What follows belongs to an exercise in optimizing a design on an open flow for small area; a production flow would make more cautious choices.
Only simulation tests tie the RTL to the original design; equivalence was not proved.
The clock port is modelled as an ideal driver; clocking choices that lean on that would not hold on a real chip.
Power and IR drop assume default switching activity.

v11:
==> flow/design.v (excerpt) <==
module feeder_top #(
    parameter int ADDR_W    = 16,
    parameter int SKEW_STEP = 3
) (
    input  logic                            i_clk,
    input  logic                            i_rst,
    input  logic                            i_start,
    input  logic [7:0]                      i_channel,
    input  logic [array_pkg::HEIGHT_W-1:0]  i_img_height,
    output logic                            o_sram_rden,
    output logic [ADDR_W-1:0]               o_sram_addr,
    input  logic [sram_pkg::WORD_W-1:0]     i_sram_data,
    output logic [74:0]                     o_win,
    output logic                            o_busy,
    output logic                            o_done
);
Size: roughly 5400 µm² of cells after synthesis.
clock: 6.0 ns
lec_check: 0
cap_margin: 0
core_margin: 2
core_utilization: 65
cts_buf_list: sky130_fd_sc_hd__clkbuf_8
slew_margin: 0
run.sh (not shown) runs the stock make flow with config.mk's settings and CLKGATE_MAP_FILE= SYNTH_SCRIPT=/design/flow/synth_recipe.tcl, a recipe that flattens the netlist after the stock synthesis.
The following lists how v16 was set up differently from v11:
- CTS_BUF_LIST: sky130_fd_sc_hd__clkbuf_8 -> unset
==> flow/flow/run.sh (new file) <==
#!/bin/bash
# The standard layout with four changes:
#  - ABC maps for area (flow/abc_area.script) instead of for speed; the
#    synthesis is otherwise the standard one, so the registers are the same;
#  - the smallest buffer on each port;
#  - a clock tree without dummy loads, built from clkbuf_8;
#  - at the end of CTS, each leaf clock buffer shrunk as far as its
#    flip-flops' clock slew allows (flow/shrink_clk.tcl).
# Each step's output goes to a log of its own here.
set -euo pipefail
here=$(pwd)
rm -rf "$here/scripts_area"
cp -r "$FLOW_HOME/scripts" "$here/scripts_area"
cp "$here/flow/abc_area.script" "$here/scripts_area/abc_area.script"
bash standard.sh ABC_AREA=1 "SCRIPTS_DIR=$here/scripts_area" synth > synth.log 2>&1
bash standard.sh "BUFFER_PORTS_ARGS=-buffer_cell sky130_fd_sc_hd__buf_1" \
  "CTS_ARGS=-sink_clustering_enable -repair_clock_nets -dont_use_dummy_load -buf_list sky130_fd_sc_hd__clkbuf_8" \
  "POST_CTS_TCL=$here/flow/shrink_clk.tcl" finish > finish.log 2>&1
==> flow/flow/abc_area.script (new file) <==
strash
dch -f
amap
strash
dch -f
amap
topo
==> flow/flow/shrink_clk.tcl (new file) <==
# Run by ORFS at the end of CTS (POST_CTS_TCL). Shrink each leaf clock buffer (one that drives flip-flop clock pins) to the
# smallest clkbuf whose flip-flop clock pins keep an estimated slew under
# 0.10 ns. The root buffer is left as CTS made it.
set target 0.10
set sizes {sky130_fd_sc_hd__clkbuf_2 sky130_fd_sc_hd__clkbuf_4 sky130_fd_sc_hd__clkbuf_8}

proc sink_slew {inst} {
  set worst 0
  set out [get_pins -of_objects $inst -filter "direction==output"]
  foreach pin [get_pins -of_objects [get_nets -of_objects $out]] {
    if {[get_property $pin direction] != "input"} { continue }
    set s [get_property $pin slew_max]
    if {$s > $worst} { set worst $s }
  }
  return $worst
}

proc drives_flops {inst} {
  set out [get_pins -of_objects $inst -filter "direction==output"]
  foreach pin [get_pins -of_objects [get_nets -of_objects $out]] {
    if {[get_property $pin direction] != "input"} { continue }
    if {[string match "*/CLK" [get_full_name $pin]]} { return 1 }
  }
  return 0
}

estimate_parasitics -placement
foreach inst [get_cells *] {
  set orig [get_property $inst ref_name]
  if {![string match "sky130_fd_sc_hd__clkbuf_*" $orig]} { continue }
  if {![drives_flops $inst]} { continue }
  set best $orig
  foreach c $sizes {
    if {$c == $orig} { break }
    replace_cell $inst $c
    estimate_parasitics -placement
    if {[sink_slew $inst] <= $target} {
      set best $c
      break
    }
  }
  replace_cell $inst $best
  estimate_parasitics -placement
  puts "[get_property $inst name]: $orig -> $best, sink slew [sink_slew $inst]"
}
detailed_placement
check_placement -verbose
==> flow/standard.sh (new file) <==
#!/bin/bash
# synth_recipe.tcl (not shown) runs the flow's synth.tcl, then flattens the netlist and writes it again
# the make line also repeats each setting of config.mk as NAME=value (left out here)
make -C /OpenROAD-flow-scripts/flow DESIGN_CONFIG=/design/flow/config.mk WORK_HOME=/design/flow/orfs CLKGATE_MAP_FILE= SYNTH_SCRIPT=/design/flow/synth_recipe.tcl "${@:-finish}"
removed: flow/run.sh
### Flow results
v16 vs v11: first-pass GRT wire length down by more than a quarter. Taking v11 as the reference, in v16 post-route fraction of the period consumed by the critical path shrank by 3.5 points, cell depth of the worst setup path +13, synthesis-to-finish area growth -20 points, number of buffers and inverters on the critical path up 3. Summary of v16 over v11: area after synthesis decreased about 9%, multi-input combinational gate total went down 64, starting density of the core rose 0.99 points. Share of the final layout cell area in multi-input gates delta for v16 relative to v11: 0.74 points higher.
Inputs modified between v16 and v52:
diff --git a/flow/flow/run.sh b/flow/flow/run.sh
--- a/flow/flow/run.sh
+++ b/flow/flow/run.sh
@@ -2,4 +2,5 @@
 # The standard layout with four changes:
-#  - ABC maps for area (flow/abc_area.script) instead of for speed; the
-#    synthesis is otherwise the standard one, so the registers are the same;
+#  - synthesis leaves adders to ABC (no full/half-adder cells) and ABC maps
+#    for area (flow/abc_area.script) instead of for speed; the synthesis is
+#    otherwise the standard one, so the registers are the same;
 #  - the smallest buffer on each port;
@@ -14,3 +15,3 @@
 cp "$here/flow/abc_area.script" "$here/scripts_area/abc_area.script"
-bash standard.sh ABC_AREA=1 "SCRIPTS_DIR=$here/scripts_area" synth > synth.log 2>&1
+bash standard.sh ABC_AREA=1 "SCRIPTS_DIR=$here/scripts_area" ADDER_MAP_FILE= synth > synth.log 2>&1
 bash standard.sh "BUFFER_PORTS_ARGS=-buffer_cell sky130_fd_sc_hd__buf_1" \
==> flow/flow/abc_area.script <==
strash
dc2
dch -f
amap
strash
dc2
dch -f
amap
topo
Results
Looking only at setup slack of the critical path after layout, and setting everything else aside, the higher value of v52 and v16 goes to v16.
Delta (v52 minus v16): number of nets at the end of the flow up about 0.37%, wire length of the first global-routing pass down 5.5%, clock period minus final worst setup slack up 0.24 ns, number of stages on the worst setup path up 3.
On v52: worst hold slack is 0.015 ns higher than what v16 gave.
Changes observed in v52 relative to v16: logic gate share of total power now smaller; core utilization moved down; post-synthesis net count now sits higher; number of signal-net buffers in the layout higher; via count went up.
v16 vs v52, group with the largest share of power: combinational logic vs sequential cells
Modified inputs, v3 compared to v52
- CORE_UTILIZATION changed from 65 to 75
Findings:
- What ended v3 was a tool error in global routing; the run never finished.
- Per the comparison of v3 with v52, number of clock sinks seen by CTS held steady; placed wire-length estimate has increased; register bit count reported by yosys stayed essentially flat.
- Number of placement rows (lower): v3
- Going from v52 to v3, area of placed instances moved down, initial standard-cell utilization of the core went up.

[afterwards: timing with drivers on the ports]
The flow's constraints put no driver on any port. The routed layouts listed below were extracted and timed again, unchanged, in two steps. Step 1: set_driving_cell puts a clkbuf_16 on i_clk and a buf_2 on each other input, an assumption about the parent block. Step 2 also shifts input and output timing later by t, the mid clock arrival at the registers, as if the neighbouring blocks saw the same clock. Slacks: no drivers / after step 1 / after step 2; pairs: no drivers / after step 1.
run | t (ns) | setup slack, ns | hold slack, ns | slew at the worst register clock pin (ns) | worst data-port slew with drivers (ns)
v11 | 0.471 | 0.970 / 0.935 / 0.621 | 0.329 / 0.329 / 0.329 | 0.10 / 0.10 | 0.07
v16 | 0.392 | 1.177 / 1.185 / 0.793 | 0.287 / 0.287 / 0.287 | 0.09 / 0.09 | 0.05
v52 | 0.425 | 0.939 / 0.939 / 0.872 | 0.302 / 0.302 / 0.302 | 0.11 / 0.11 | 0.04
After both steps every run listed still meets setup and hold. The setup slack of v16, which loses most, moves by +0.008 ns with the drivers and by -0.384 ns with both steps.
